Source: an optimization exercise on an open RTL-to-GDS flow (aim: a short achievable clock period and few clock cycles). Production flows keep margins and buffers that such runs may drop.
In this exercise RTL edits were held to simulation tests only and were not proved equivalent to the original.
No activity file was given, so power comes from the tool's default toggle rates.

`config.mk`:
```
export PLATFORM = sky130hd
export DESIGN_NAME = cpu_core
export DESIGN_NICKNAME = cpu_core
export VERILOG_FILES = /design/flow/design.v
export SDC_FILE = /design/flow/constraint.sdc
export NUM_CORES = 4
export LEC_CHECK = 0
export ABC_AREA = 0
export ABC_CLOCK_PERIOD_IN_PS = 2500
export CAP_MARGIN = 20
export CELL_PAD_IN_SITES_DETAIL_PLACEMENT = 1
export CELL_PAD_IN_SITES_GLOBAL_PLACEMENT = 2
export CORE_MARGIN = 2
export CORE_UTILIZATION = 45
export PLACE_DENSITY = 0.65
export SETUP_SLACK_MARGIN = 5
export SLEW_MARGIN = 20
export TNS_END_PERCENT = 100
```
`constraint.sdc`:
```
create_clock -name core_clock -period 8.0 [get_ports {clk}]
set_input_delay 1.6000 -clock core_clock [delete_from_list [all_inputs] [get_ports {clk}]]
set_output_delay 1.6000 -clock core_clock [all_outputs]
set_load 0.01 [all_outputs]
```
`design.v`:
```
`timescale 1ns/1ps
module cpu_core (
    input  logic        clk,
    input  logic        reset,
    output logic [31:0] imem_addr,
    input  logic [31:0] imem_data,
    output logic [31:0] dmem_addr,
    output logic [31:0] dmem_wdata,
    output logic        dmem_we,
    input  logic [31:0] dmem_rdata
);
    function automatic [31:0] ks_carry(input logic [31:0] a, input logic [31:0] b,
                                       input logic cin);
        logic [31:0] p, gg, pp, gn, pn;
        p  = a ^ b;
        gg[0] = a[0] & b[0];
        pp[0] = p[0];
        for (int i = 1; i < 32; i++) begin
            gg[i] = (a[i] & b[i]) | (a[i] & a[i-1] & b[i-1]) | (b[i] & a[i-1] & b[i-1]);
            pp[i] = p[i] & p[i-1];
        end
        for (int l = 1; l < 5; l++) begin
            gn = gg;
            pn = pp;
            for (int i = 0; i < 32; i++) begin
                if (i >= (1 << l)) begin
                    gn[i] = gg[i] | (pp[i] & gg[i - (1 << l)]);
                    pn[i] = pp[i] & pp[i - (1 << l)];
                end
            end
            gg = gn;
            pp = pn;
        end
        ks_carry = {gg[30:0] | (pp[30:0] & {31{cin}}), cin};
    endfunction
    function automatic [31:0] ks_add(input logic [31:0] a, input logic [31:0] b,
                                     input logic cin);
        ks_add = (a ^ b) ^ ks_carry(a, b, cin);
    endfunction
    function automatic logic cond_pass(input logic [3:0] c, input logic n, input logic z);
        case (c)
            4'b0000: cond_pass = z;
            4'b0001: cond_pass = !z;
            4'b0100: cond_pass = n;
            4'b0101: cond_pass = !n;
            4'b1110: cond_pass = 1'b1;
            default: cond_pass = 1'b0;
        endcase
    endfunction
    function automatic logic [3:0] cond_tab(input logic [3:0] c);
        for (int k = 0; k < 4; k++) cond_tab[k] = cond_pass(c, k[1], k[0]);
    endfunction
    function automatic logic cond_flagged(input logic [3:0] c);
        cond_flagged = (c == 4'b0000) || (c == 4'b0001) || (c == 4'b0100) || (c == 4'b0101);
    endfunction
    logic        d_valid;
    logic [31:0] d_instr;
    logic [7:0]  d_pclo;       
    logic [21:0] d_phs, d_phc;  
    logic        d_pred;       
    logic [21:0] hi_rs, hi_rc;  
    logic [7:0]  fa_n, fa;     
    logic [31:0] m_resn, m_res;
    assign fa    = ~fa_n;
    assign m_res = ~m_resn;
    logic        d_fold;       
    logic [3:0]  d_bcond;      
    logic [23:0] d_boff;       
    logic [3:0]  d_btab;       
    logic [3:0]  d_ctab;       
    localparam int BN = 4;
    logic [BN-1:0] btb_v;
    logic [7:0]    btb_key  [0:BN-1];
    logic [3:0]    btb_cond [0:BN-1];
    logic [23:0]   btb_off  [0:BN-1];
    logic [BN-1:0] btb_xsf;
    logic [7:0]    btb_tlo  [0:BN-1];    
    logic [21:0]   btb_toff [0:BN-1];    
    logic [BN-1:0] btb_zok;              
    logic [7:0]    btb_k2   [0:BN-1];    
    logic [3:0]    btb_tab  [0:BN-1];    
    logic [3:0]    btb_rn   [0:BN-1];
    logic [7:0]    btb_imm  [0:BN-1];
    logic [1:0]    btb_rr;
    logic        e_rw;         
    logic        e_ld;
    logic        e_st;
    logic        e_sf;
    logic        e_br;
    logic        e_pred;
    logic [3:0]  e_cond;
    logic [3:0]  e_bcond;
    logic [3:0]  e_ctab;       
    logic [3:0]  e_rtab;       
    logic [3:0]  e_wa;
    logic        e_and, e_orr, e_mov, e_sub, e_arith;
    logic        e_subf;       
    logic [31:0] e_a;
    logic [31:0] e_b;          
    logic [31:0] e_sd;
    logic [7:0]  e_alo;        
    logic [21:0] e_ahs, e_ahc;  
    logic        e_fsf;        
    logic        m_rw;
    logic        m_ld;
    logic        m_sf;
    logic [3:0]  m_wa;
    logic        m_fchk;       
    logic        m_pred;
    logic [3:0]  m_bcond;
    logic [3:0]  m_rtab;
    logic [7:0]  m_alo;
    logic [21:0] m_ahs, m_ahc;
    logic [31:0] regs [0:14];
    logic        flag_n;
    logic        flag_z;
    logic [31:0] m_wd;
    logic        m_z;          
    logic        eff_n, eff_z;
    assign m_wd  = m_ld ? dmem_rdata : m_res;
    assign eff_n = m_sf ? m_res[31] : flag_n;
    assign eff_z = m_sf ? m_z : flag_z;
    logic        e_cok;
    logic [31:0] src_a, src_b, sdata;
    logic [31:0] sum;
    logic [31:0] logic_res;
    logic [31:0] result;
    logic        redirect;
    logic        e_eq, e_z;
    logic [31:0] e_p, e_c, bsum;
    assign e_cok = e_ctab[{eff_n, eff_z}];
    assign src_a = e_a;
    assign src_b = e_b;
    assign sdata = e_sd;
    assign e_p  = src_a ^ src_b;
    assign e_c  = ks_carry(src_a, src_b, e_sub);
    assign sum  = e_p ^ e_c;
    assign bsum = (e_p ^ {32{q_sub}}) ^ e_c;
    assign e_eq = &(src_a ^ src_b);
    assign logic_res = ({32{e_and}} & (src_a & src_b)) |
                       ({32{e_orr}} & (src_a | src_b)) |
                       ({32{e_mov}} & src_b);
    assign result = ({32{e_arith}} & sum) | logic_res;
    always_comb begin
        if (e_sub)      e_z = e_eq;
        else if (e_and) e_z = ~|(src_a & src_b);
        else if (e_orr) e_z = ~|(src_a | src_b);
        else if (e_mov) e_z = ~|src_b;
        else            e_z = (src_a ^ src_b) == {(src_a[30:0] | src_b[30:0]), 1'b0};
    end
    logic        redirect_e, redirect_m;
    logic [7:0]  r_alo;
    logic [21:0] r_ahs, r_ahc;
    assign redirect_e = e_br && !e_fsf && e_rtab[{eff_n, eff_z}];
    assign redirect_m = m_fchk && m_rtab[{eff_n, eff_z}];
    assign redirect   = redirect_m || redirect_e;
    assign r_alo      = redirect_m ? m_alo : e_alo;
    assign r_ahs      = redirect_m ? m_ahs : e_ahs;
    assign r_ahc      = redirect_m ? m_ahc : e_ahc;
    logic [3:0]  d_cond;
    logic        d_rw, d_ld, d_st, d_sf;
    logic        stall;
    logic [29:0] d_pc8w, d_off;
    logic [31:0] d_rv1, d_rv2, d_opb;
    logic [21:0] f_hs, f_hc;   
    logic        q_dp, q_brc, q_imm, q_sub, q_subf;
    logic        q_rw, q_ld, q_st, q_sf, q_use1, q_use2;
    logic        q_and, q_orr, q_mov, q_arith;
    logic [3:0]  q_rn, q_ra2;
    logic [15:0] q_rn_oh, q_ra2_oh;
    logic [31:0] q_immx;       
    logic [7:0]  q_seqlo, q_pc8lo, q_tgtlo;
    logic        q_seqc, q_pc8c;
    logic [21:0] q_o0, q_o1, q_o2;
    logic        q_c1, q_c2;
    assign d_cond = d_instr[31:28];
    assign d_rw   = d_valid && q_rw;
    assign d_ld   = d_valid && q_ld;
    assign d_st   = d_valid && q_st;
    assign d_sf   = d_valid && q_sf;
    assign stall = d_valid && e_ld &&
                   ((q_use1 && q_rn == e_wa) || (q_use2 && q_ra2 == e_wa));
    logic [21:0] tgt_off, seq_s, seq_c, tgt_s, tgt_c, alt_s, alt_c, nxt_s, nxt_c;
    logic [31:0] pc8_h;
    assign d_off  = {{6{d_boff[23]}}, d_boff};
    assign tgt_off = q_c2 ? q_o2 : q_c1 ? q_o1 : q_o0;
    function automatic [43:0] csa22(input logic [21:0] a, input logic [21:0] b,
                                    input logic [21:0] k);
        logic [21:0] cy;
        cy = (a & b) | (a & k) | (b & k);
        csa22 = {a ^ b ^ k, cy[20:0], 1'b0};
    endfunction
    assign {seq_s, seq_c} = csa22(d_phs, d_phc, {21'd0, q_seqc});
    assign {tgt_s, tgt_c} = csa22(d_phs, d_phc, tgt_off);
    assign alt_s  = d_pred ? seq_s : tgt_s;
    assign alt_c  = d_pred ? seq_c : tgt_c;
    assign nxt_s  = d_pred ? tgt_s : seq_s;
    assign nxt_c  = d_pred ? tgt_c : seq_c;
    assign pc8_h  = ks_add({10'd0, d_phs}, {10'd0, d_phc}, q_pc8c);
    assign d_pc8w = {pc8_h[21:0], q_pc8lo};
    always_comb begin
        f_hs = d_valid ? nxt_s : hi_rs;
        f_hc = d_valid ? nxt_c : hi_rc;
    end
    function automatic logic [31:0] rd_port(input logic [3:0] ra, input logic [15:0] oh);
        logic [31:0] v;
        v = {32{oh[15]}} & {d_pc8w, 2'b00};
        for (int i = 0; i < 15; i++) v = v | ({32{oh[i]}} & regs[i]);
        if (m_rw && m_wa == ra) rd_port = m_wd;
        else                    rd_port = v;
    endfunction
    assign d_rv1  = rd_port(q_rn, q_rn_oh);
    assign d_rv2  = rd_port(q_ra2, q_ra2_oh);
    assign d_opb  = q_imm ? q_immx : (d_rv2 ^ {32{q_sub}});
    logic        e_wr, fw_a, fw_b, fw_s;
    assign e_wr = e_rw && e_cok;
    assign fw_a = e_wr && e_wa == q_rn;
    assign fw_b = e_wr && e_wa == q_ra2 && !q_imm;
    assign fw_s = e_wr && e_wa == q_ra2;
    logic        d_zk, d_nk, d_z, d_n, d_act, d_known, d_redirect;
    logic [7:0]  d_altlo;
    assign d_nk = !e_sf;
    assign d_zk = !e_sf;
    logic d_brv;
    assign d_brv = d_valid && q_brc;
    assign d_z  = eff_z;
    assign d_n  = eff_n;
    assign d_act = d_btab[{d_n, d_z}];
    assign d_known = d_brv && cond_flagged(d_bcond) && !(d_fold && q_sf) &&
                     (d_bcond[2] ? d_nk : d_zk);
    assign d_redirect = d_known && (d_act != d_pred) && !redirect && !stall;
    assign d_altlo = d_pred ? q_seqlo : q_tgtlo;
    logic [31:0] f_ins;
    logic        f_br, f_pred, f_known, f_take;
    logic [7:0]  f_pc2, f_tgt, f_other, f_next;
    assign f_ins   = imem_data;
    assign f_br    = f_ins[27:26] == 2'b10;
    assign f_known = !d_sf && !e_sf;
    always_comb begin
        case (f_ins[31:28])
            4'b1110: f_pred = f_br;
            4'b0000, 4'b0001, 4'b0100, 4'b0101:
                f_pred = f_br && (f_known ? cond_pass(f_ins[31:28], eff_n, eff_z) : f_ins[23]);
            default: f_pred = 1'b0;
        endcase
    end
    logic [31:0] f_tgt9;
    logic [9:0]  f_pc2x;
    logic        f_ca;
    assign f_pc2x = {2'b00, fa} + 10'd2;
    assign f_pc2  = f_pc2x[7:0];
    assign f_ca   = &fa[7:1];
    assign f_tgt9 = ks_add({22'd0, f_pc2x}, {24'd0, f_ins[7:0]}, 1'b0);
    assign f_tgt  = f_tgt9[7:0];
    logic [21:0] f_o0;
    assign f_o0   = {{6{f_ins[23]}}, f_ins[23:8]};
    logic [BN-1:0] h_i;
    logic          hit, h_xsf, h_pred;
    logic [3:0]    h_cond, h_tab;
    logic [23:0]   h_off;
    logic [7:0]    h_tlo;
    logic [21:0]   h_toff;
    always_comb begin
        h_cond = 4'd0;
        h_tab  = 4'd0;
        h_off  = 24'd0;
        h_xsf  = 1'b0;
        h_tlo  = 8'd0;
        h_toff = 22'd0;
        for (int i = 0; i < BN; i++) begin
            h_i[i] = btb_v[i] && btb_key[i] == fa;
            h_cond = h_cond | ({4{h_i[i]}} & btb_cond[i]);
            h_tab  = h_tab  | ({4{h_i[i]}} & btb_tab[i]);
            h_off  = h_off  | ({24{h_i[i]}} & btb_off[i]);
            h_xsf  = h_xsf  | (h_i[i] & btb_xsf[i]);
            h_tlo  = h_tlo  | ({8{h_i[i]}} & btb_tlo[i]);
            h_toff = h_toff | ({22{h_i[i]}} & btb_toff[i]);
        end
    end
    assign hit = |h_i;
    logic [BN-1:0] zr_k, zr_v, zr_w;
    always_comb begin
        for (int i = 0; i < BN; i++) begin
            zr_k[i] = btb_zok[i] && zr_w[i] &&
                      !(m_rw && m_wa == btb_rn[i]) &&
                      !(e_rw && e_wa == btb_rn[i]) &&
                      !(d_rw && d_instr[15:12] == btb_rn[i]);
        end
    end
    logic [BN-1:0] p_i;
    logic [7:0]    h_nxt;
    always_comb begin
        h_nxt = 8'd0;
        for (int i = 0; i < BN; i++) begin
            case (btb_cond[i])
                4'b1110: p_i[i] = 1'b1;
                4'b0000, 4'b0001:
                    p_i[i] = zr_k[i] ? (zr_v[i] ^ btb_cond[i][0]) :
                             (f_known && !btb_xsf[i]) ? btb_tab[i][{eff_n, eff_z}] :
                             btb_off[i][23];
                4'b0100, 4'b0101:
                    p_i[i] = (f_known && !btb_xsf[i]) ? btb_tab[i][{eff_n, eff_z}] :
                             btb_off[i][23];
                default: p_i[i] = 1'b0;
            endcase
            h_nxt = h_nxt | ({8{h_i[i]}} & (p_i[i] ? btb_tlo[i] : btb_k2[i]));
        end
    end
    assign h_pred = |(h_i & p_i);
    logic        b_pred;
    logic [3:0]  b_cond;
    logic [23:0] b_off;
    assign b_pred = hit ? h_pred : f_pred;
    assign b_cond = hit ? h_cond : f_ins[31:28];
    assign b_off  = hit ? h_off : f_ins[23:0];
    logic        f_rwx;
    logic [1:0]  f_cls;
    logic [3:0]  f_op, f_rn, f_rd, f_rm, f_ra2;
    logic        f_dp, f_mem, f_cmp, f_L, f_sub, f_st, f_sf;
    assign f_cls = f_ins[27:26];
    assign f_op  = f_ins[24:21];
    assign f_rn  = f_ins[19:16];
    assign f_rd  = f_ins[15:12];
    assign f_rm  = f_ins[3:0];
    assign f_dp  = f_cls == 2'b00;
    assign f_mem = f_cls == 2'b01;
    assign f_cmp = f_op == 4'b1010;
    assign f_L   = f_ins[20];
    assign f_sub = f_dp && (f_op == 4'b0010 || f_op == 4'b1010);
    assign f_st  = f_mem && !f_L;
    assign f_sf  = f_dp && (f_ins[20] || f_cmp);
    assign f_ra2 = f_st ? f_rd : f_rm;
    assign f_rwx = f_dp || (f_mem && f_L);
    always_comb begin
        if (redirect)        f_other = r_alo;
        else if (stall)      f_other = fa;
        else if (hit)        f_other = h_nxt;
        else                 f_other = fa + 8'd1;
    end
    assign f_take = f_pred && !hit && !redirect && !stall;
    assign f_next = d_redirect ? d_altlo : (f_take ? f_tgt : f_other);
    always_ff @(posedge clk or posedge reset) begin
        if (reset) begin
            imem_addr <= 32'd0;
            fa_n      <= 8'hff;
            hi_rs     <= 22'd0;
            hi_rc     <= 22'd0;
            d_valid   <= 1'b0;
            d_pred    <= 1'b0;
        end else begin
            imem_addr[9:2] <= f_next;
            fa_n           <= ~f_next;
            imem_addr[31:10] <= d_phs;
            imem_addr[1:0]   <= d_phs[1:0];
            hi_rs <= redirect ? r_ahs : alt_s;
            hi_rc <= redirect ? r_ahc : alt_c;
            if (redirect || d_redirect) d_valid <= 1'b0;
            else if (!stall)            d_valid <= 1'b1;
            if (!stall) d_pred <= b_pred;
        end
    end
    always_ff @(posedge clk) begin
        if (!stall) begin
            d_instr <= f_ins;
            d_pclo  <= fa;
            d_phs   <= f_hs;
            d_phc   <= f_hc;
            q_dp    <= f_dp;
            q_brc   <= f_br || hit;
            d_fold  <= hit;
            d_bcond <= b_cond;
            d_btab  <= hit ? h_tab : cond_tab(f_ins[31:28]);
            d_ctab  <= cond_tab(f_ins[31:28]);
            d_boff  <= b_off;
            q_o0    <= hit ? h_toff : f_o0;
            q_o1    <= f_o0 + 22'd1;
            q_o2    <= f_o0 + 22'd2;
            q_c1    <= !hit && f_tgt9[8];
            q_c2    <= !hit && f_tgt9[9];
            q_imm   <= f_mem || f_ins[25];
            q_sub   <= f_sub;
            q_subf  <= f_sub && f_sf;
            q_rw    <= ((f_dp && !f_cmp) || (f_mem && f_L)) && (f_rd != 4'd15);
            q_ld    <= f_mem && f_L && (f_rd != 4'd15);
            q_st    <= f_st;
            q_sf    <= f_sf;
            q_use1  <= f_mem || (f_dp && f_op != 4'b1101);
            q_use2  <= f_st || (f_dp && !f_ins[25]);
            q_and   <= f_dp && f_op == 4'b0000;
            q_orr   <= f_dp && f_op == 4'b1100;
            q_mov   <= f_dp && f_op == 4'b1101;
            q_arith <= !(f_dp && (f_op == 4'b0000 || f_op == 4'b1100 || f_op == 4'b1101));
            q_rn    <= f_rn;
            q_ra2   <= f_ra2;
            q_rn_oh  <= 16'd1 << f_rn;
            q_ra2_oh <= 16'd1 << f_ra2;
            q_immx  <= (f_mem ? {20'd0, f_ins[11:0]} : {24'd0, f_ins[7:0]}) ^ {32{f_sub}};
            q_seqlo <= hit ? f_pc2 : fa + 8'd1;
            q_seqc  <= hit ? f_ca : &fa;
            q_pc8lo <= f_pc2;
            q_pc8c  <= &fa[7:1];
            q_tgtlo <= hit ? h_tlo : f_tgt;
        end
    end
    always_ff @(posedge clk or posedge reset) begin
        if (reset) begin
            e_rw <= 1'b0;
            e_ld <= 1'b0;
            e_st <= 1'b0;
            e_sf <= 1'b0;
            e_br <= 1'b0;
            e_fsf <= 1'b0;
        end else if (stall || redirect) begin
            e_rw <= 1'b0;
            e_ld <= 1'b0;
            e_st <= 1'b0;
            e_sf <= 1'b0;
            e_br <= 1'b0;
            e_fsf <= 1'b0;
        end else begin
            e_rw <= d_rw;
            e_ld <= d_ld;
            e_st <= d_st;
            e_sf <= d_sf;
            e_br <= d_brv;
            e_fsf <= d_fold && q_sf;
        end
    end
    always_ff @(posedge clk) begin
        e_pred  <= d_known ? d_act : d_pred;
        e_cond  <= d_cond;
        e_bcond <= d_bcond;
        e_ctab  <= d_ctab;
        e_rtab  <= d_btab ^ {4{d_known ? d_act : d_pred}};
        e_wa    <= d_instr[15:12];
        e_and   <= q_and;
        e_orr   <= q_orr;
        e_mov   <= q_mov;
        e_sub   <= q_sub;
        e_arith <= q_arith;
        e_subf  <= q_subf;
        e_a     <= ({32{fw_a && e_arith}} & sum) | ({32{fw_a && !e_arith}} & logic_res) |
                   ({32{!fw_a}} & d_rv1);
        e_b     <= ({32{fw_b && e_arith}} & bsum) |
                   ({32{fw_b && !e_arith}} & (logic_res ^ {32{q_sub}})) |
                   ({32{!fw_b}} & d_opb);
        e_sd    <= ({32{fw_s && e_arith}} & sum) | ({32{fw_s && !e_arith}} & logic_res) |
                   ({32{!fw_s}} & d_rv2);
        e_alo   <= d_altlo;
        e_ahs   <= alt_s;
        e_ahc   <= alt_c;
    end
    always_ff @(posedge clk or posedge reset) begin
        if (reset) begin
            m_rw    <= 1'b0;
            m_sf    <= 1'b0;
            dmem_we <= 1'b0;
            m_fchk  <= 1'b0;
        end else begin
            m_rw    <= e_rw && e_cok && !redirect_m;
            m_sf    <= e_sf && e_cok && !redirect_m;
            dmem_we <= e_st && e_cok && !redirect_m;
            m_fchk  <= e_br && e_fsf && !redirect_m;
        end
    end
    always_ff @(posedge clk) begin
        m_ld       <= e_ld;
        m_pred     <= e_pred;
        m_bcond    <= e_bcond;
        m_rtab     <= e_rtab;
        m_alo      <= e_alo;
        m_ahs      <= e_ahs;
        m_ahc      <= e_ahc;
        m_wa       <= e_wa;
        dmem_addr  <= result;
        m_resn     <= ~result;
        m_z        <= e_z;
        dmem_wdata <= sdata;
    end
    always_ff @(posedge clk or posedge reset) begin
        if (reset) begin
            flag_n <= 1'b0;
            flag_z <= 1'b0;
        end else if (m_sf) begin
            flag_n <= m_res[31];
            flag_z <= m_z;
        end
    end
    logic bt_present, bt_fill, bt_rule;
    always_comb begin
        bt_present = 1'b0;
        for (int i = 0; i < BN; i++)
            bt_present = bt_present | (btb_v[i] && btb_key[i] == d_pclo);
    end
    assign bt_rule = !q_sf || (q_subf && f_ins[31:29] != 3'b010);
    logic [9:0] bt_t;
    assign bt_t = {2'b00, d_pclo} + 10'd3 + {2'b00, f_ins[7:0]};
    assign bt_fill = d_valid && !q_brc && !stall && f_br && bt_rule && !bt_present &&
                     !(bs_v && bs_key == d_pclo) && fa == d_pclo + 8'd1;
    logic        bs_v, bs_xsf, bs_zok;
    logic [7:0]  bs_key, bs_k2, bs_imm;
    logic [3:0]  bs_cond, bs_rn;
    logic [23:0] bs_off;
    logic [9:0]  bs_t;
    always_ff @(posedge clk or posedge reset) begin
        if (reset) bs_v <= 1'b0;
        else       bs_v <= bt_fill;
    end
    always_ff @(posedge clk) begin
        bs_key  <= d_pclo;
        bs_k2   <= d_pclo + 8'd2;
        bs_cond <= f_ins[31:28];
        bs_off  <= f_ins[23:0];
        bs_xsf  <= q_sf;
        bs_t    <= bt_t;
        bs_zok  <= q_subf && d_cond == 4'b1110 && d_instr[25];
        bs_rn   <= q_rn;
        bs_imm  <= d_instr[7:0];
    end
    always_ff @(posedge clk or posedge reset) begin
        if (reset) begin
            btb_v  <= '0;
            btb_rr <= 2'd0;
        end else begin
            if (bs_v) begin
                btb_v[btb_rr] <= 1'b1;
                btb_rr        <= btb_rr + 2'd1;
            end
        end
    end
    always_ff @(posedge clk) begin
        for (int i = 0; i < BN; i++) begin
            if (bs_v && btb_rr == 2'(i)) begin
                zr_w[i] <= 1'b0;
            end else if (m_rw && m_wa == btb_rn[i]) begin
                zr_w[i] <= 1'b1;
                zr_v[i] <= m_wd == {24'd0, btb_imm[i]};
            end
        end
    end
    always_ff @(posedge clk) begin
        if (bs_v) begin
            btb_key[btb_rr]  <= bs_key;
            btb_k2[btb_rr]   <= bs_k2;
            btb_cond[btb_rr] <= bs_cond;
            btb_tab[btb_rr]  <= cond_tab(bs_cond);
            btb_off[btb_rr]  <= bs_off;
            btb_xsf[btb_rr]  <= bs_xsf;
            btb_tlo[btb_rr]  <= bs_t[7:0];
            btb_toff[btb_rr] <= {{6{bs_off[23]}}, bs_off[23:8]} + {20'd0, bs_t[9:8]};
            btb_zok[btb_rr]  <= bs_zok;
            btb_rn[btb_rr]   <= bs_rn;
            btb_imm[btb_rr]  <= bs_imm;
        end
    end
    always_ff @(posedge clk or posedge reset) begin
        if (reset) begin
            for (int i = 0; i < 15; i++) regs[i] <= 32'd0;
        end else if (m_rw) begin
            regs[m_wa] <= m_wd;
        end
    end
endmodule
```
`run.sh`:
```
#!/bin/bash
# synth_recipe.tcl (not shown) runs the flow's synth.tcl, then flattens the netlist and writes it again
# the make line also repeats each setting of config.mk as NAME=value (left out here)
make -C /OpenROAD-flow-scripts/flow DESIGN_CONFIG=/design/flow/config.mk WORK_HOME=/design/flow/orfs CLKGATE_MAP_FILE= SYNTH_SCRIPT=/design/flow/synth_recipe.tcl finish
```
==> out/qor.csv, run 1 <==
metric;value;unit
die_h;387.5;um
cp.arrival;3.89;ns
cts.clk_slew.worst_paths;0.06;ns
htreeDepth;4;
cp.buffers_inverters;3;
cts_tree;done;
slew-limit-headroom;22.06;%
synthMuxAreaShare;4.228;%
syn_to_final_growth;22.06;%
drc;0;
seq_area;36780;um2
cp_slowest_cell;edfxtp_1;
vias;54070;
crit_top_cell;buf_6;
final_antenna_net_count;0;
synth_top_family_by_area;compound AO/OA/AOI/OAI gates;
yosys.area.top_type;edfxtp_1;
grt_start_max_net_pins;166;
setup_violations;0;
power_frac_comb;38.9;%
r2r_end;e_b[30];
finalHoldViolations;0;
multi_input_area;29800;um2
status;timing/DRC/antenna clean;
dr.pass1.iters;8;
grt-ovfl-total;0;
critPathCaptureType;flop;
final.period_utilization;40.22;%
hold_start;e_sd[16];
met3_length;19280;um
placed_cells;8011;
clkLatencyLatePin;0.81;ns
synth-simple-area-share;10.88;%
p_int;19.71;mW
ys_seq_area_share;55.36;%
ioPinCount;163;
yosys-top-cells-area;edfxtp_1 22%, dfrtp_1 22%, dfxtp_1 12%, o21ai_0 5.3%, nand2_1 4.5%;
dpl.hpwl;170400;um
gp_congestion;0.9331;
rr_worst_depth;14;
dominantRegCellSynth;dfrtp_1;
rows;140;
p_per_area;400.1;nW/um2
cts_max_path_buffers;3;
timing.rr.start;d_phc[1];
cap_violations;0;
yosysWarningCount;2;
power_frac_seq;36.9;%
maxSlewViolCount;0;
root_buffer;clkbuf_16;
netSwitchingFraction;39.04;%
instances_no_fill;8572;
synth_nets;6444;
via_per_inst;6.308;
antenna_found_initial;7;
fin_area;80800;um2
dieArea;150200;um2
ys_types;96;
critPathMaxStageDelay;0.44;ns
drive_above_1_share;19.64;%
port_buffers;162;
rsz0062_at_grt;yes;
synth_fa_ha_area_share;3.096;%
skew;0.03638;ns
holdPathStages;0;
synth_compound_area_share;17.83;%
power_frac_clock;24.2;%
initial_core_util;45.37;%
netlist_instances;6228;
hold_path_class;reg2reg;
max_freq;0.3108;GHz
cp_max_fo;4;
layout_min_cycle_time;3.217;ns
timing.reg2reg.setup_slack;4.78;ns
top_layer_used;met5;
start_kind;flop;
mostFrequentLayoutCell;nand2_1;
holdPathEnd;dmem_wdata[16];
wl_met1;110800;um
grt_pass1_wl;397600;um
final_cell_mix;764 x nand2_1, 646 x o21ai_0, 569 x dfrtp_1;
core_area;145900;um2
cts_made_buffers;160;
avgSynthCellArea;10.63;um2
power_leakage;32.80;nW
ys_ff_latch;1445;
synth_area;66200;um2
cp_top_family;compound AO/OA/AOI/OAI gates;
final_nets;6729;
wl_per_cell;32.54;um
cp.required;8.67;ns
synth-edff-count;479;
clock_sinks;1445;
synthDominantCellAreaShare;21.73;%
worstSetupPathType;reg2reg;
grt_util_all_layers;36.31;%
tightest_slew;1.160;ns
crit_path_cell_trace;ha_4, a31o_4, a311oi_4, o211ai_1, buf_4, a41oi_2, buf_6, o31ai_4, xor2_2, buf_6, a211o_1, o21ai_4, o22ai_2, o21bai_1;
n_fill_cell;15090;
route.met2.wl;130800;um
p_sw;12.62;mW
finalSetupTns;0;ns
routed_wl;278900;um
dpl-instance-area;70100;um2
async_reset_ff_share;40.28;%
drt-initial-drc-count;5501;
vdd_drop_max;0.0002968;V
synth-xor-area-share;4.842;%
die_x;387.5;um
first_global_vias;55290;
worst max-delay path by stage:
| stage | from | endpoint | cells past startpoint |
|---|---|---|---|
| after global routing | d_phs[2] | e_b[31] | 14 |
| after floorplan | reset | bs_v | 1 |
| after CTS | e_rw | imem_addr[6] | 9 |
| after global placement | m_sf | e_b[30] | 11 |
| final | d_phc[1] | e_b[30] | 14 |
| after detailed placement | m_sf | e_b[19] | 13 |
worst register-to-register path, delay by kind of cell, from the launching register on:
family / cells / cell delay (ns)
adders and majority gates: 1 / 0.28
buffers and inverters: 3 / 0.50
AOI/OAI and AO/OA: 9 / 1.68
DFF: 1 / 0.44
xor gates and xnor gates: 1 / 0.18
cells by family (layout without fill, tap and decap cells):
| family | after synthesis | count (layout) |
|---|---|---|
| flip-flops | 1445 | 1445 |
| multiplexers | 267 | 267 |
| AND/OR/NAND/NOR | 1576 | 1576 |
| adder cells (fa/ha/maj) | 150 | 150 |
| XOR/XNOR | 366 | 366 |
| other | 0 | 4 |
| AO/OA/AOI/OAI | 1785 | 1786 |
| buffers and inverters | 639 | 1061 |
cell usage after synthesis (12+ instances only):
master / n
inv_1: 191
nand2_1: 796
nand4_1: 115
buf_2: 28
and3_1: 48
o21ai_0: 697
a22oi_1: 373
dfxtp_1: 384
a222oi_1: 51
buf_1: 42
o22ai_1: 21
fa_1: 23
a21o_1: 24
a22o_1: 78
edfxtp_1: 479
and2_1: 20
nor3_1: 95
xor2_1: 180
dfrtp_1: 574
o211a_1: 12
ha_1: 127
nor4_1: 44
mux2_2: 83
clkbuf_1: 362
o211ai_1: 39
nand2b_1: 42
a31oi_1: 74
nor2b_1: 16
a21oi_1: 143
a211oi_1: 34
a221oi_1: 85
a221o_1: 27
or2_2: 19
xnor2_1: 186
nor2_1: 195
mux2i_1: 178
nand3_1: 135
metrics by stage:
step	power, mW	hold WS (ns)	setup WS [ns]	utilization (%)
global placement	21.88	0.3109	3.169	48.02
global route	33.74	0.3333	4.640	55.37
floorplan	17.31	0.3096	-1.525	-
finish	32.33	0.3247	4.783	55.37
CTS	31.41	0.3246	4.800	54.32
detailed placement	22.15	0.3135	3.090	48.04
what timing repair did:
action,4_1_cts,5_1_grt
endpoints found under the setup margin,556,207
buffers inserted,148,89
pin swaps,100,98
hold buffers,0,0
cloned,16,2
gates resized for setup,753,216
per-layer routing:
layer	global-route usage, %	vias to the layer above
met4	20.19	8
li1	-	23400
met3	6.329	703
met2	58.96	2338
met5	0	-
met1	46.04	27620
final cells by class:
class                      count  area share, %
clock buffer                 225          5.697
clock inverter                75          1.242
antenna                        4        0.01239
multi-input combinational   4145          36.88
tap                         1917          2.969
timing repair inverter         3        0.02787
sequential                  1445          45.52
inverter                     193         0.9756
timing repair buffer         565          6.670
registers in the layout, indices dropped and copies added, names as in the netlist, 30 cells and up:
name	count
regs	480
btb_toff	68
btb_imm	32
btb_k2	32
btb_tlo	32
dmem_addr	32
dmem_wdata	32
e_a	32
e_b	32
e_sd	32
m_resn	32
imem_addr	30
power by group through the flow:
| stage | sequential (mW) | combinational (mW) | clock, mW |
|---|---|---|---|
| final | 11.9 | 12.6 | 7.84 |
| after global routing | 12.2 | 13.4 | 8.21 |
| after CTS | 11.9 | 11.6 | 7.94 |
| after detailed placement | 12.1 | 10.1 | 0 |
| after global placement | 12.0 | 9.89 | 0 |
| after floorplan | 11.3 | 5.97 | 0 |
Testbench counts, summed over its fixed seeds: cycles 54,936.
==> run 2, diff against run 1 <==
--- a/config.mk
+++ b/config.mk
@@ -8,11 +8,8 @@
 export ABC_AREA = 0
 export ABC_CLOCK_PERIOD_IN_PS = 2500
 export CAP_MARGIN = 20
-export CELL_PAD_IN_SITES_DETAIL_PLACEMENT = 1
-export CELL_PAD_IN_SITES_GLOBAL_PLACEMENT = 2
 export CORE_MARGIN = 2
-export CORE_UTILIZATION = 45
-export PLACE_DENSITY = 0.65
+export CORE_UTILIZATION = 40
 export SETUP_SLACK_MARGIN = 5
 export SLEW_MARGIN = 20
 export TNS_END_PERCENT = 100
==> out/qor.csv, run 2 <==
metric;value;unit;change
status;timing/DRC/antenna clean;;unchanged
tightest_slew;1.114;ns;was 1.160 ns
rsz0062_at_grt;yes;;unchanged
ys_seq_area_share;55.36;%;unchanged
fin_area;79160;um2;was 80800 um2
setup_violations;0;;unchanged
regMostFlops;regs;;unchanged
die_x;410.8;um;was 387.5 um
cap_violations;0;;unchanged
synth_nets;6444;;unchanged
holdBufCountCts;0;;unchanged
first_global_vias;51220;;was 55290
max_freq;0.3114;GHz;was 0.3108 GHz
yosysWarningCount;2;;unchanged
async_reset_ff_share;40.28;%;unchanged
p_sw;11.92;mW;was 12.62 mW
cp.arrival;3.90;ns;was 3.89 ns
dpl.hpwl;152900;um;was 170400 um
total_power;30.76;mW;was 32.33 mW
rows;149;;was 140
synth.most_common_cell;nand2_1;;unchanged
synth-edff-count;479;;unchanged
crit_path_cell_trace;mux2i_4, buf_6, and2_4, o221ai_4, a31oi_1, mux2i_1, o31a_1, buf_12, buf_6, buf_8, mux2_4, a222oi_1, o211ai_1, and3_1;;was ha_4, a31o_4, a311oi_4, o211ai_1, buf_4, a41oi_2, buf_6, o31ai_4, xor2_2, buf_6, a211o_1, o21ai_4, o22ai_2, o21bai_1
synthDominantCellAreaShare;21.73;%;unchanged
dr.pass1.iters;9;;was 8
skew;0.03278;ns;was 0.03638 ns
synthTopCellsByCount;796 x nand2_1, 697 x o21ai_0, 574 x dfrtp_1;;unchanged
slew-limit-headroom;25.19;%;was 22.06%
cts_max_path_buffers;3;;unchanged
largest_reg_flops;480;;unchanged
ys_ff_latch;1445;;unchanged
power_frac_clock;23.5;%;was 24.2%
grt-ovfl-total;0;;unchanged
grt_util_all_layers;28.77;%;was 36.31%
worstSetupPathType;reg2reg;;unchanged
drc;0;;unchanged
finalHoldViolations;0;;unchanged
syn_to_final_growth;19.58;%;was 22.06%
final_cell_mix;773 x nand2_1, 654 x o21ai_0, 565 x dfrtp_1;;was 764 x nand2_1, 646 x o21ai_0, 569 x dfrtp_1
synth_area;66200;um2;unchanged
core_area;164600;um2;was 145900 um2
critPathCaptureType;flop;;unchanged
reg_top3;regs: 480 flops, btb_toff: 68 flops;;unchanged
final_antenna_net_count;0;;unchanged
cts_made_buffers;156;;was 160
dpl-instance-area;70220;um2;was 70100 um2
netlist_instances;6228;;unchanged
drt-initial-drc-count;7720;;was 5501
antenna_found_initial;12;;was 7
via_per_inst;6.084;;was 6.308
ys_types;96;;unchanged
maxSlewViolCount;0;;unchanged
cp_max_fo;5;;was 4
cts.clk_slew.worst_paths;0.06;ns;about the same
power_leakage;31.87;nW;was 32.80 nW
yosys.area.top_type;edfxtp_1;;unchanged
power_frac_comb;37.5;%;was 38.9%
power_frac_seq;39.0;%;was 36.9%
htreeDepth;4;;unchanged
cp_slowest_cell;dfrtp_2;;was edfxtp_1
dominantRegCellSynth;dfrtp_1;;unchanged
ioPinCount;163;;unchanged
gp_congestion;0.9688;;was 0.9331
grt_start_max_net_pins;144;;was 166
cts_tree;done;;unchanged
root_buffer;clkbuf_16;;unchanged
vias;53250;;was 54070
crit_top_cell;buf_6;;unchanged
drive_above_1_share;17.40;%;was 19.64%
cp.required;8.68;ns;was 8.67 ns
wl_per_cell;28.46;um;was 32.54 um
routed_wl;249100;um;was 278900 um
start_kind;flop;;unchanged
port_buffers;162;;unchanged
initial_core_util;40.21;%;was 45.37%
p_per_area;388.6;nW/um2;was 400.1 nW/um2
hold_path_class;reg2reg;;unchanged
critPathMaxStageDelay;0.43;ns;was 0.44 ns
dieArea;168800;um2;was 150200 um2
mostFrequentLayoutCell;nand2_1;;unchanged
yosys-top-cells-area;edfxtp_1 22%, dfrtp_1 22%, dfxtp_1 12%, o21ai_0 5.3%, nand2_1 4.5%;;unchanged
die_h;410.8;um;was 387.5 um
grt_pass1_wl;357700;um;was 397600 um
p_int;18.84;mW;was 19.71 mW
clkLatencyLatePin;0.80;ns;was 0.81 ns
avgSynthCellArea;10.63;um2;unchanged
layout_min_cycle_time;3.211;ns;was 3.217 ns
clock_sinks;1445;;unchanged
netSwitchingFraction;38.76;%;was 39.04%
vdd_drop_max;0.0002676;V;was 0.0002968 V
final.period_utilization;40.14;%;was 40.22%
final_nets;6650;;was 6729
[run 2: path summary, 6_finish.rpt]
| kind | from | to | slack (ns) | cells after the start |
|---|---|---|---|---|
| worst max-delay path | m_sf | imem_addr[7] | 4.79 | 14 |
| worst min-delay path | e_sd[5] | dmem_wdata[5] | 0.32 | 0 |
| worst max register to register | m_sf | imem_addr[7] | 4.79 | 14 |
| worst min register to register | e_sd[5] | dmem_wdata[5] | 0.32 | 0 |
| max in group asynchronous | reset | d_pred | 5.19 | 4 |
| min in group asynchronous | reset | regs[12][22] | 1.27 | 2 |
[run 2: what timing repair did]
| action | 4_1_cts | 5_1_grt |
|---|---|---|
| gates cloned | 8 | 3 |
| endpoints found under the setup margin | 522 | 284 |
| hold endpoints to repair | 0 | 0 |
| pin swaps | 85 | 89 |
| buffers inserted | 128 | 57 |
| resized for setup | 725 | 190 |
[run 2: layout make-up]
| type | count | area, um2 |
|---|---|---|
| repair inverters | 2 | 17.52 |
| multi-input cells | 4144 | 29330 |
| clock inverters | 63 | 655.6 |
| flip-flops and latches | 1445 | 36800 |
| diodes | 4 | 10.01 |
| fillers | 14870 | 85460 |
| repair buffers | 492 | 4436 |
| clock buffers | 220 | 4389 |
| inverters | 193 | 787.0 |
| well taps | 2189 | 2739 |
[run 2: kinds of logic (layout without fill, tap and decap cells)]
kind of cell    after synthesis  in the layout  synth area share [%]
compound gates             1785           1785                 17.83
xor+xnor                    366            366                 4.842
fa+ha+maj                   150            150                 3.096
buf+inv                     639            970                 3.771
flops                      1445           1445                 55.36
mux                         267            267                 4.228
other cells                   0              4                     0
simple gates               1576           1576                 10.88
[run 2: metal layers]
metal  wire, um  GRT usage [%]  part of all wire, %
met4      14920          15.40                  6.0
met2     107500          42.85                   43
met3      26980          6.801                   11
met5         35         0.1413                0.014
met1      99670          38.76                   40
[run 2: power by group through the flow]
stage | Combinational, mW | Sequential, mW | Clock (mW)
floorplan | 5.97 | 11.3 | 0
global placement | 9.48 | 12.0 | 0
detailed placement | 9.60 | 12.1 | 0
CTS | 10.7 | 11.9 | 7.33
global route | 12.3 | 12.2 | 7.61
finish | 11.5 | 12.0 | 7.23
[run 2: through the flow]
| stage | instances | setup slack, ns | utilization (%) | hold WS, ns | TNS, ns |
|---|---|---|---|---|---|
| after floorplan | 6228 | -1.525 | - | 0.3096 | -875.30 |
| after global placement | 8268 | 3.287 | 42.66 | 0.3124 | 0 |
| after detailed placement | 8268 | 3.240 | 42.66 | 0.3121 | 0 |
| after CTS | 8687 | 4.751 | 47.35 | 0.3231 | 0 |
| after global routing | 8750 | 4.695 | 48.08 | 0.3318 | 0 |
| final | 8752 | 4.789 | 48.09 | 0.3228 | 0 |
[run 2: worst max-delay path, delay by kind of cell, from the launching register on]
kind,cells,cell delay (ns)
AOI/OAI and AO/OA,5,1.07
and+or+nand+nor,2,0.33
muxes,3,0.72
buffers and inverters,4,0.55
DFF,1,0.43
==> run 3, diff against run 2 <==
--- a/design.v
+++ b/design.v
@@ -278,11 +278,13 @@
         end
     end
     assign hit = |h_i;
-    logic [BN-1:0] zr_k, zr_v, zr_w;
+    logic [BN-1:0] zr_k, zr_v, zr_w, zm_k, zm_v;
     always_comb begin
         for (int i = 0; i < BN; i++) begin
-            zr_k[i] = btb_zok[i] && zr_w[i] &&
-                      !(m_rw && m_wa == btb_rn[i]) &&
+            zm_k[i] = m_rw && m_wa == btb_rn[i];
+            zm_v[i] = m_res == {24'd0, btb_imm[i]};
+            zr_k[i] = btb_zok[i] && (zr_w[i] || zm_k[i]) &&
+                      !(zm_k[i] && m_ld) &&
                       !(e_rw && e_wa == btb_rn[i]) &&
                       !(d_rw && d_instr[15:12] == btb_rn[i]);
         end
@@ -295,7 +297,7 @@
             case (btb_cond[i])
                 4'b1110: p_i[i] = 1'b1;
                 4'b0000, 4'b0001:
-                    p_i[i] = zr_k[i] ? (zr_v[i] ^ btb_cond[i][0]) :
+                    p_i[i] = zr_k[i] ? ((zm_k[i] ? zm_v[i] : zr_v[i]) ^ btb_cond[i][0]) :
                              (f_known && !btb_xsf[i]) ? btb_tab[i][{eff_n, eff_z}] :
                              btb_off[i][23];
                 4'b0100, 4'b0101:
--- a/config.mk
+++ b/config.mk
@@ -8,8 +8,11 @@
 export ABC_AREA = 0
 export ABC_CLOCK_PERIOD_IN_PS = 2500
 export CAP_MARGIN = 20
+export CELL_PAD_IN_SITES_DETAIL_PLACEMENT = 1
+export CELL_PAD_IN_SITES_GLOBAL_PLACEMENT = 2
 export CORE_MARGIN = 2
-export CORE_UTILIZATION = 40
+export CORE_UTILIZATION = 45
+export PLACE_DENSITY = 0.65
 export SETUP_SLACK_MARGIN = 5
 export SLEW_MARGIN = 20
 export TNS_END_PERCENT = 100
==> out/qor.csv, run 3 <==
metric;value;unit;change
cts_tree;done;;unchanged
clock_sinks;1445;;unchanged
power_frac_clock;25.6;%;was 23.5%
final_cell_mix;769 x nand2_1, 615 x o21ai_0, 570 x dfrtp_1;;was 773 x nand2_1, 654 x o21ai_0, 565 x dfrtp_1
grtUsageMet3;6.626;%;was 6.801%
final.period_utilization;39.92;%;was 40.14%
crit_path_cell_trace;nand4_1, nor4_4, buf_6, nand4_1, o21ai_2, xor2_2, a31oi_4, buf_12, buf_16, buf_6, nand3_4, o21ai_4, a2111oi_4, o21a_1;;was mux2i_4, buf_6, and2_4, o221ai_4, a31oi_1, mux2i_1, o31a_1, buf_12, buf_6, buf_8, mux2_4, a222oi_1, o211ai_1, and3_1
layout_min_cycle_time;3.193;ns;was 3.211 ns
cts_max_path_buffers;3;;unchanged
mostFrequentLayoutCell;nand2_1;;unchanged
cap_violations;0;;unchanged
gp_congestion;0.9147;;was 0.9688
multi_input_area;30160;um2;was 29330 um2
cp_max_fo;4;;was 5
ys_types;101;;was 96
worstSetupPathType;reg2reg;;unchanged
busiest_layer;met2;;unchanged
async_reset_ff_share;40.28;%;unchanged
synthTopCellsByCount;797 x nand2_1, 658 x o21ai_0, 574 x dfrtp_1;;was 796 x nand2_1, 697 x o21ai_0, 574 x dfrtp_1
via_per_inst;6.327;;was 6.084
cp_slowest_cell;a2111oi_4;;was dfrtp_2
wl_per_cell;32.77;um;was 28.46 um
largest_reg_flops;480;;unchanged
maxSlewViolCount;0;;unchanged
yosys.area.top_type;edfxtp_1;;unchanged
power_frac_comb;36.8;%;was 37.5%
grt_start_max_net_pins;127;;was 144
rsz0062_at_grt;yes;;unchanged
root_buffer;clkbuf_16;;unchanged
power_frac_seq;37.5;%;was 39.0%
critPathMaxStageDelay;0.36;ns;was 0.43 ns
cts_made_buffers;162;;was 156
drive_above_1_share;18.79;%;was 17.40%
dpl.hpwl;175300;um;was 152900 um
holdBufCountCts;0;;unchanged
grtUsageMet2;58.46;%;was 42.85%
p_sw;11.38;mW;was 11.92 mW
slew-limit-headroom;24.45;%;was 25.19%
power_leakage;33.07;nW;was 31.87 nW
die_h;388.6;um;was 410.8 um
status;timing/DRC/antenna clean;;unchanged
final_antenna_net_count;0;;unchanged
met1_usage;47.82;%;was 38.76%
finalHoldViolations;0;;unchanged
final_nets;6809;;was 6650
start_kind;flop;;unchanged
max_freq;0.3132;GHz;was 0.3114 GHz
synth_area;66550;um2;was 66200 um2
antenna_found_initial;13;;was 12
tightest_slew;1.121;ns;was 1.114 ns
finalSetupTns;0;ns;unchanged
n_fill_cell;15430;;was 14870
setup_violations;0;;unchanged
ioPinCount;163;;unchanged
vias;54850;;was 53250
rows;141;;was 149
timing.reg2reg.setup_slack;4.81;ns;was 4.79 ns
port_buffers;162;;unchanged
fin_util;54.61;%;was 48.09%
ys_ff_latch;1445;;unchanged
cts.clk_slew.worst_paths;0.06;ns;about the same
grt_util_all_layers;36.94;%;was 28.77%
dieArea;151000;um2;was 168800 um2
p_int;18.48;mW;was 18.84 mW
syn_to_final_growth;20.88;%;was 19.58%
htreeDepth;4;;unchanged
regMostFlops;regs;;unchanged
hold_path_class;reg2reg;;unchanged
vdd_drop_max;0.0002503;V;was 0.0002676 V
p_per_area;371.2;nW/um2;was 388.6 nW/um2
grt-ovfl-total;0;;unchanged
reg_top3;regs: 480 flops, btb_toff: 68 flops;;unchanged
routed_wl;284100;um;was 249100 um
skew;0.04628;ns;was 0.03278 ns
dp_slack;3.469;ns;was 3.240 ns
synth-edff-count;479;;unchanged
netlist_instances;6340;;was 6228
dominantRegCellSynth;dfrtp_1;;unchanged
synth.most_common_cell;nand2_1;;unchanged
die_x;388.6;um;was 410.8 um
avgSynthCellArea;10.50;um2;was 10.63 um2
cp.arrival;3.95;ns;was 3.90 ns
drt-initial-drc-count;5316;;was 7720
worst_slack;4.807;ns;was 4.789 ns
yosysWarningCount;2;;unchanged
first_global_vias;55720;;was 51220
cp.required;8.76;ns;was 8.68 ns
dr.pass1.iters;6;;was 9
netSwitchingFraction;38.11;%;was 38.76%
grt_pass1_wl;405400;um;was 357700 um
seq_area;36780;um2;was 36800 um2
critPathCaptureType;flop;;unchanged
initial_core_util;45.18;%;was 40.21%
synthDominantCellAreaShare;21.61;%;was 21.73%
synth_nets;6556;;was 6444
ys_seq_area_share;55.07;%;was 55.36%
clkLatencyLatePin;0.82;ns;was 0.80 ns
yosys-top-cells-area;edfxtp_1 22%, dfrtp_1 22%, dfxtp_1 12%, o21ai_0 4.9%, a22oi_1 4.8%;;was edfxtp_1 22%, dfrtp_1 22%, dfxtp_1 12%, o21ai_0 5.3%, nand2_1 4.5%
core_area;147300;um2;was 164600 um2
drc;0;;unchanged
==> run 3: cell types whose count changed in the layout (fill, tap and decap cells not counted), sizes merged, moves of 25 or more <==
cell and delta:
xor2 +25, mux2i -27, a22oi +49, a221oi -26, nor2 +68, a21oi +88
a22o -26, buf +39
==> run 3: final timing paths <==
kind,startpoint,to,cells after the start
worst min register to register,e_sd[22],dmem_wdata[22],0
worst min-delay path,e_sd[22],dmem_wdata[22],0
min in group asynchronous,reset,regs[11][21],2
worst max register to register,m_resn[17],fa_n[0],14
worst max-delay path,m_resn[17],fa_n[0],14
max in group asynchronous,reset,hi_rs[2],4
==> run 3: layer usage <==
metal / wire [um] / vias up
met3: 20560 / 707
met4: 18320 / 14
met5: 99 / -
li1: - / 23660
met1: 114300 / 28100
met2: 130800 / 2361
==> run 3: layout make-up <==
class / instances / area share (%)
repair buffers: 534 / 6.116
flip-flops and latches: 1445 / 45.72
clock buffers: 240 / 5.861
well taps: 1930 / 3.002
multi-input cells: 4271 / 37.49
repair inverters: 2 / 0.01711
clock inverters: 65 / 0.8990
inverters: 177 / 0.8850
diodes: 5 / 0.01555
==> run 3: critical path, delay by kind of cell, from the launching register on <==
kind	cells	cell delay, ns
AO/OA/AOI/OAI	5	1.08
AND/OR/NAND/NOR	4	0.88
flip-flops	1	0.32
XOR/XNOR	1	0.23
buffers and inverters	4	0.61
==> run 3: through the flow <==
step | instances | cell area (um2) | hold WS, ns | power, mW
3_5_place_dp | 8136 | 70410 | 0.3135 | 20.33
2_1_floorplan | 6340 | 66840 | 0.3096 | 16.05
5_1_grt | 8667 | 80440 | 0.3312 | 31.10
3_3_place_gp | 8136 | 70390 | 0.3097 | 20.08
4_1_cts | 8574 | 78690 | 0.3269 | 28.98
6_report | 8669 | 80440 | 0.3263 | 29.86
==> run 3: power by group through the flow <==
stage / logic (mW) / clock network, mW / registers (mW)
2_1_floorplan: 5.36 / 0 / 10.7
3_3_place_gp: 8.79 / 0 / 11.3
3_5_place_dp: 8.99 / 0 / 11.3
4_1_cts: 10.1 / 7.73 / 11.2
5_1_grt: 11.7 / 8.01 / 11.4
6_report: 11.0 / 7.65 / 11.2
==> run 3: timing repair <==
item,4_1_cts,5_1_grt
buffers inserted,128,88
endpoints found under the setup margin,684,450
gates cloned,5,2
pin swaps,101,101
gates resized for setup,711,245
==> run 3: cell families (layout without fill, tap and decap cells) <==
logic type      Yosys count  after routing  share of synthesized area [%]
compound gates         1836           1836                          17.88
simple gates           1653           1653                          11.32
flops                  1445           1445                          55.07
buf+inv                 624           1018                          3.655
xor+xnor                399            399                          5.251
mux                     233            233                          3.743
fa+ha+maj               150            150                          3.080
other cells               0              5                              0
Testbench counts of run 3, summed over its fixed seeds: cycles 54,486.
==> run 4, diff against run 3 <==
--- a/config.mk
+++ b/config.mk
@@ -11,8 +11,7 @@
 export CELL_PAD_IN_SITES_DETAIL_PLACEMENT = 1
 export CELL_PAD_IN_SITES_GLOBAL_PLACEMENT = 2
 export CORE_MARGIN = 2
-export CORE_UTILIZATION = 45
-export PLACE_DENSITY = 0.65
+export CORE_UTILIZATION = 40
 export SETUP_SLACK_MARGIN = 5
 export SLEW_MARGIN = 20
 export TNS_END_PERCENT = 100
==> out/qor.csv, run 4 <==
metric;value;unit;change
vias;54510;;was 54850
cp.required;8.69;ns;was 8.76 ns
finalSetupTns;0;ns;unchanged
async_reset_ff_share;40.28;%;unchanged
synthTopCellsByCount;797 x nand2_1, 658 x o21ai_0, 574 x dfrtp_1;;unchanged
drive_above_1_share;20.29;%;was 18.79%
rr_worst_depth;15;;was 14
largest_reg_flops;480;;unchanged
holdPathEnd;dmem_wdata[11];;was dmem_wdata[22]
holdBufCountCts;0;;unchanged
cp_top_family;compound AO/OA/AOI/OAI gates;;unchanged
root_buffer;clkbuf_16;;unchanged
port_buffers;162;;unchanged
critPathMaxStageDelay;0.46;ns;was 0.36 ns
vdd_drop_max;0.0002431;V;was 0.0002503 V
cp_slowest_cell;edfxtp_1;;was a2111oi_4
r2r_end;e_b[22];;was fa_n[0]
grt_pass1_wl;414100;um;was 405400 um
worst_slack;4.751;ns;was 4.807 ns
dominantRegCellSynth;dfrtp_1;;unchanged
avgSynthCellArea;10.50;um2;unchanged
fin_area;81150;um2;was 80440 um2
clkLatencyLatePin;0.85;ns;was 0.82 ns
dpl.hpwl;182700;um;was 175300 um
final.period_utilization;40.61;%;was 39.92%
antenna_found_initial;5;;was 13
gp_congestion;0.8988;;was 0.9147
grt_util_all_layers;33.91;%;was 36.94%
timing.reg2reg.setup_slack;4.75;ns;was 4.81 ns
yosys.area.top_type;edfxtp_1;;unchanged
final_nets;6838;;was 6809
cts_max_path_buffers;3;;unchanged
ys_types;101;;unchanged
maxSlewViolCount;0;;unchanged
timing.rr.start;d_phc[1];;was m_resn[17]
ys_ff_latch;1445;;unchanged
die_x;411.9;um;was 388.6 um
p_per_area;373.3;nW/um2;was 371.2 nW/um2
slew-limit-headroom;26.56;%;was 24.45%
worstSetupPathType;reg2reg;;unchanged
cts_tree;done;;unchanged
grt-ovfl-total;0;;unchanged
start_kind;flop;;unchanged
cp.buffers_inverters;4;;unchanged
yosys-top-cells-area;edfxtp_1 22%, dfrtp_1 22%, dfxtp_1 12%, o21ai_0 4.9%, a22oi_1 4.8%;;unchanged
skew;0.03063;ns;was 0.04628 ns
ioPinCount;163;;unchanged
mostFrequentLayoutCell;nand2_1;;unchanged
n_fill_cell;17540;;was 15430
critPathCaptureType;flop;;unchanged
initial_core_util;40.29;%;was 45.18%
power_leakage;33.28;nW;was 33.07 nW
holdPathStages;0;;unchanged
drt-initial-drc-count;5066;;was 5316
first_global_vias;55730;;was 55720
synth_area;66550;um2;unchanged
dieArea;169600;um2;was 151000 um2
rows;149;;was 141
max_freq;0.3078;GHz;was 0.3132 GHz
synth-edff-count;479;;unchanged
netlist_instances;6340;;unchanged
grt_start_max_net_pins;149;;was 127
ys_seq_area_share;55.07;%;unchanged
crit_path_cell_trace;ha_4, a31o_4, a311oi_4, buf_6, buf_4, o21a_4, o21ba_4, buf_4, o21bai_4, xor2_4, buf_12, a211o_1, a21oi_4, a211oi_2, xnor2_1;;was nand4_1, nor4_4, buf_6, nand4_1, o21ai_2, xor2_2, a31oi_4, buf_12, buf_16, buf_6, nand3_4, o21ai_4, a2111oi_4, o21a_1
rsz0062_at_grt;yes;;unchanged
cap_violations;0;;unchanged
status;timing/DRC/antenna clean;;unchanged
wl_per_cell;32.79;um;was 32.77 um
routed_wl;293500;um;was 284100 um
total_power;30.29;mW;was 29.86 mW
clock_sinks;1445;;unchanged
finalHoldViolations;0;;unchanged
dr.pass1.iters;6;;unchanged
cts.clk_slew.worst_paths;0.06;ns;about the same
layout_min_cycle_time;3.249;ns;was 3.193 ns
cp_max_fo;3;;was 4
final_cell_mix;767 x nand2_1, 613 x o21ai_0, 570 x dfrtp_1;;was 769 x nand2_1, 615 x o21ai_0, 570 x dfrtp_1
htreeDepth;4;;unchanged
cp.arrival;3.93;ns;was 3.95 ns
regMostFlops;regs;;unchanged
hold_start;e_sd[11];;was e_sd[22]
syn_to_final_growth;21.95;%;was 20.88%
dp_slack;3.453;ns;was 3.469 ns
via_per_inst;6.089;;was 6.327
final_antenna_net_count;0;;unchanged
yosysWarningCount;2;;unchanged
reg_top3;regs: 480 flops, btb_toff: 68 flops;;unchanged
cts_made_buffers;166;;was 162
synth_nets;6556;;unchanged
hold_path_class;reg2reg;;unchanged
die_h;411.9;um;was 388.6 um
dpl-instance-area;70880;um2;was 70410 um2
setup_violations;0;;unchanged
crit_top_cell;buf_4;;
drc;0;;unchanged
synth.most_common_cell;nand2_1;;unchanged
core_area;165200;um2;was 147300 um2
tightest_slew;1.090;ns;was 1.121 ns
synthDominantCellAreaShare;21.61;%;unchanged
[run 4: timing repair]
action	4_1_cts	5_1_grt
cloned	5	5
gates resized for setup	832	273
setup buffers	143	84
pin swaps	115	111
endpoints found under the setup margin	619	372
[run 4: how the worst max path moves through the flow]
stage	from	to	slack [ns]	depth (start not counted)
global route	d_phc[1]	e_b[28]	4.64	12
CTS	d_phc[1]	e_b[28]	4.76	12
floorplan	reset	bs_v	-1.52	1
finish	d_phc[1]	e_b[22]	4.75	15
detailed placement	imem_data[1]	fa_n[7]	3.45	11
global placement	imem_data[1]	fa_n[7]	3.43	11
[run 4: per-stage QoR]
step / hold slack, ns / std cells / util, %
CTS: 0.3235 / 8858 / 47.99
floorplan: 0.3096 / 6340 / -
finish: 0.3229 / 8952 / 49.13
global route: 0.3231 / 8948 / 49.13
detailed placement: 0.3135 / 8406 / 42.91
global placement: 0.3114 / 8406 / 42.90
[run 4: routing by layer]
metal,global-route usage [%],routed length (um)
met1,45.21,124000
met4,15.30,14700
met2,54.62,137400
met5,0,27
met3,4.991,17370
[run 4: cells by family after synthesis]
group / after synthesis / share of synthesized area (%)
compound gates: 1836 / 17.88
xor+xnor: 399 / 5.251
fa+ha+maj: 150 / 3.080
buf+inv: 624 / 3.655
flops: 1445 / 55.07
mux: 233 / 3.743
simple gates: 1653 / 11.32
[run 4: cell type report]
| cell class | instances | area, um2 | share of cell area [%] |
|---|---|---|---|
| flip-flops and latches | 1445 | 36780 | 45.32 |
| multi-input cells | 4272 | 30470 | 37.55 |
| repair buffers | 557 | 4860 | 5.988 |
| clock buffers | 228 | 4672 | 5.757 |
| well taps | 2189 | 2739 | 3.375 |
| clock inverters | 76 | 859.6 | 1.059 |
| inverters | 177 | 728.2 | 0.8973 |
| repair inverters | 3 | 32.53 | 0.04009 |
| diodes | 5 | 12.51 | 0.01542 |
[run 4: power by group]
part / leakage, nW / switching, mW / total (mW) / internal (mW)
registers: 13.8 / 1.54 / 11.2 / 9.65
logic: 16.8 / 6.78 / 11.3 / 4.48
clock network: 2.69 / 3.34 / 7.84 / 4.50
total: 33.3 / 11.7 / 30.3 / 18.6
==> run 5, diff against run 4 <==
--- a/config.mk
+++ b/config.mk
@@ -11,7 +11,8 @@
 export CELL_PAD_IN_SITES_DETAIL_PLACEMENT = 1
 export CELL_PAD_IN_SITES_GLOBAL_PLACEMENT = 2
 export CORE_MARGIN = 2
-export CORE_UTILIZATION = 40
+export CORE_UTILIZATION = 50
+export PLACE_DENSITY = 0.7
 export SETUP_SLACK_MARGIN = 5
 export SLEW_MARGIN = 20
 export TNS_END_PERCENT = 100
==> out/qor.csv, run 5 <==
metric;value;unit;change
status;timing/DRC/antenna clean;;unchanged
max_freq;0.2946;GHz;was 0.3078 GHz
netSwitchingFraction;38.66;%;was 38.49%
largest_reg_flops;480;;unchanged
reg_top3;regs: 480 flops, btb_toff: 68 flops;;unchanged
total_power;30.30;mW;was 30.29 mW
layout_min_cycle_time;3.394;ns;was 3.249 ns
rsz0062_at_grt;yes;;unchanged
p_sw;11.71;mW;was 11.66 mW
hold_path_class;reg2reg;;unchanged
cp.arrival;4.07;ns;was 3.93 ns
grt_start_max_net_pins;139;;was 149
syn_to_final_growth;19.81;%;was 21.95%
grt_util_all_layers;40.56;%;was 33.91%
power_frac_clock;25.7;%;was 25.9%
die_x;368.8;um;was 411.9 um
worstSetupPathType;reg2reg;;unchanged
cp_slowest_cell;dfxtp_1;;was edfxtp_1
finalHoldViolations;0;;unchanged
rr_worst_depth;11;;was 15
power_leakage;32.81;nW;was 33.28 nW
initial_core_util;50.49;%;was 40.29%
crit_path_cell_trace;xnor2_1, nor4_2, and4_4, mux2i_4, xnor2_1, mux2i_1, o31ai_4, buf_12, mux2_4, a2111oi_4, o21ai_1;;was ha_4, a31o_4, a311oi_4, buf_6, buf_4, o21a_4, o21ba_4, buf_4, o21bai_4, xor2_4, buf_12, a211o_1, a21oi_4, a211oi_2, xnor2_1
cap_violations;0;;unchanged
setup_violations;0;;unchanged
cp.required;8.67;ns;was 8.69 ns
dominantRegCellSynth;dfrtp_1;;unchanged
grt-ovfl-total;0;;unchanged
synth_fa_ha_area_share;3.080;%;unchanged
synthDominantCellAreaShare;21.61;%;unchanged
dr.pass1.iters;9;;was 6
clkLatencyLatePin;0.83;ns;was 0.85 ns
synth-xor-area-share;5.251;%;unchanged
synth_area;66550;um2;unchanged
ys_seq_area_share;55.07;%;unchanged
timing.reg2reg.setup_slack;4.61;ns;was 4.75 ns
hold_start;e_sd[10];;was e_sd[11]
synth.most_common_cell;nand2_1;;unchanged
ioPinCount;163;;unchanged
skew;0.03258;ns;was 0.03063 ns
rows;133;;was 149
critPathCaptureType;flop;;unchanged
first_global_vias;57380;;was 55730
power_frac_seq;37.2;%;was 37.0%
via_per_inst;6.672;;was 6.089
vias;56370;;was 54510
p_per_area;380.1;nW/um2;was 373.3 nW/um2
ys_ff_latch;1445;;unchanged
synth-simple-area-share;11.32;%;unchanged
drive_above_1_share;18.26;%;was 20.29%
async_reset_ff_share;40.28;%;unchanged
dieArea;136000;um2;was 169600 um2
n_fill_cell;13620;;was 17540
netlist_instances;6340;;unchanged
antenna_found_initial;8;;was 5
slew-limit-headroom;32.84;%;was 26.56%
holdPathStages;0;;unchanged
clock_sinks;1445;;unchanged
yosysWarningCount;2;;unchanged
synthMuxAreaShare;3.743;%;unchanged
placed_cells;7953;;was 8406
cts.clk_slew.worst_paths;0.06;ns;about the same
final.period_utilization;42.43;%;was 40.61%
cp_max_fo;5;;was 3
cts_tree;done;;unchanged
cp.buffers_inverters;1;;was 4
yosys-top-cells-area;edfxtp_1 22%, dfrtp_1 22%, dfxtp_1 12%, o21ai_0 4.9%, a22oi_1 4.8%;;unchanged
avgSynthCellArea;10.50;um2;unchanged
core_area;131800;um2;was 165200 um2
routed_wl;284800;um;was 293500 um
synth_top_family_by_area;compound AO/OA/AOI/OAI gates;;unchanged
vdd_drop_max;0.0002750;V;was 0.0002431 V
grt_pass1_wl;402800;um;was 414100 um
root_buffer;clkbuf_16;;unchanged
htreeDepth;4;;unchanged
drt-initial-drc-count;6949;;was 5066
gp_congestion;0.9813;;was 0.8988
holdPathEnd;dmem_wdata[10];;was dmem_wdata[11]
mostFrequentLayoutCell;nand2_1;;unchanged
cts_made_buffers;159;;was 166
synthTopCellsByCount;797 x nand2_1, 658 x o21ai_0, 574 x dfrtp_1;;unchanged
maxSlewViolCount;0;;unchanged
final_antenna_net_count;0;;unchanged
critPathMaxStageDelay;0.60;ns;was 0.46 ns
drc;0;;unchanged
cts_max_path_buffers;3;;unchanged
final_nets;6771;;was 6838
crit_top_cell;xnor2_1;;was buf_4
synth-edff-count;479;;unchanged
die_h;368.8;um;was 411.9 um
wl_per_cell;33.71;um;was 32.79 um
power_frac_comb;37.1;%;was 37.2%
timing.rr.start;m_resn[4];;was d_phc[1]
dpl.hpwl;170700;um;was 182700 um
start_kind;flop;;unchanged
cp_top_family;compound AO/OA/AOI/OAI gates;;unchanged
p_int;18.59;mW;was 18.63 mW
instances_no_fill;8448;;was 8952
tightest_slew;1.007;ns;was 1.090 ns
r2r_end;imem_addr[2];;was e_b[22]
port_buffers;162;;unchanged
yosys.area.top_type;edfxtp_1;;unchanged
regMostFlops;regs;;unchanged
final_cell_mix;777 x nand2_1, 618 x o21ai_0, 571 x dfrtp_1;;was 767 x nand2_1, 613 x o21ai_0, 570 x dfrtp_1
ys_types;101;;unchanged
synth_nets;6556;;unchanged
synth_compound_area_share;17.88;%;unchanged
[run 5: changes by cell type in the layout (fill, tap and decap cells not counted), moves of 10 or more]
cell	change
buf_12	-10
clkinv_2	-13
clkbuf_2	+18
nand2_1	+10
clkdlybuf4s15_1	+31
buf_2	-54
dfxtp_2	-12
dfxtp_1	+10
nand2_2	-11
buf_4	-44
[run 5: how the worst max path moves through the flow]
stage,from,endpoint,cells after the start
final,m_resn[4],imem_addr[2],11
after global routing,d_phs[1],e_b[26],15
after CTS,m_resn[14],imem_addr[2],12
after detailed placement,imem_data[1],fa_n[7],11
after global placement,imem_data[1],fa_n[7],11
after floorplan,reset,bs_v,1
[run 5: area by class of cell]
type | instances | area (um2) | area share, %
antenna | 5 | 12.51 | 0.01569
clock buffer | 227 | 4631 | 5.808
clock inverter | 67 | 837.1 | 1.050
inverter | 177 | 721.9 | 0.9055
multi-input combinational | 4272 | 30080 | 37.72
sequential | 1445 | 36770 | 46.12
tap | 1755 | 2196 | 2.754
timing repair buffer | 498 | 4472 | 5.609
timing repair inverter | 2 | 13.76 | 0.01726
[run 5: logic make-up after synthesis]
logic type                 count (synthesis)
AOI/OAI and AO/OA                       1836
xor gates and xnor gates                 399
adders and majority gates                150
buffers and inverters                    624
DFF                                     1445
muxes                                    233
and+or+nand+nor                         1653
[run 5: power by group through the flow]
stage	registers [mW]	clock network [mW]	logic [mW]
after floorplan	10.7	0	5.36
after global placement	11.3	0	8.68
after detailed placement	11.3	0	8.89
after CTS	11.2	7.78	10.1
after global routing	11.4	8.09	11.8
final	11.3	7.78	11.2
[run 5: repair_timing]
action	in CTS	in global routing
cloned	6	2
hold buffers	0	0
setup buffers	122	66
pin swaps	81	100
setup endpoints to repair	635	370
gates resized for setup	662	287
[run 5: worst register-to-register path, cell delays in order, from the launching register on]
cell and delay (ns):
dfxtp_1 0.60, xnor2_1 0.16, nor4_2 0.47, and4_4 0.32, mux2i_4 0.08, xnor2_1 0.17, mux2i_1 0.14, o31ai_4 0.32
buf_12 0.17, mux2_4 0.32, a2111oi_4 0.35, o21ai_1 0.15
[run 5: routing by layer]
metal	wire (um)	GRT usage, %
met2	129900	63.20
met1	108700	51.67
met4	20590	25.69
met3	25500	8.329
met5	43	0
[run 5: through the flow]
step	setup WS [ns]	cell area [um2]	TNS (ns)	utilization, %	hold WS [ns]
2_1_floorplan	-1.525	66840	-875.30	-	0.3096
3_3_place_gp	3.452	70090	0	53.18	0.3097
3_5_place_dp	3.461	70120	0	53.20	0.3135
4_1_cts	4.734	78160	0	59.30	0.3218
5_1_grt	4.575	79720	0	60.49	0.3338
6_report	4.606	79730	0	60.50	0.3263

-- afterwards: timing with drivers on the ports --
The flow's constraints put no driver on any port. The routed layouts listed below were extracted and timed again, unchanged, in two steps. Step 1 sets driving cells, clkbuf_16 on the clock port and buf_2 on the other inputs (assumed; they add their load-dependent delay and slew). Step 2 times the ports against the registers' clock, not the clock port: input delays grow and output delays shrink by t, the midpoint of the rising clock arrivals with the driver on. Three values: ideal, step 1, step 2; two values: the first two.
run	t (ns)	setup WS [ns]	worst setup path at the end
run 1	0.870	4.783 / 4.783 / 4.067	input to register
run 2	0.868	4.789 / 4.789 / 4.083	input to register
run 3	0.879	4.807 / 4.807 / 3.964	input to register
run 4	0.923	4.751 / 4.751 / 4.024	input to register
run 5	0.892	4.606 / 4.606 / 3.923	input to register
After both steps every run listed still meets setup and hold. The setup slack of run 3, which loses most, moves by 0.000 ns with the drivers and by -0.843 ns with both steps.
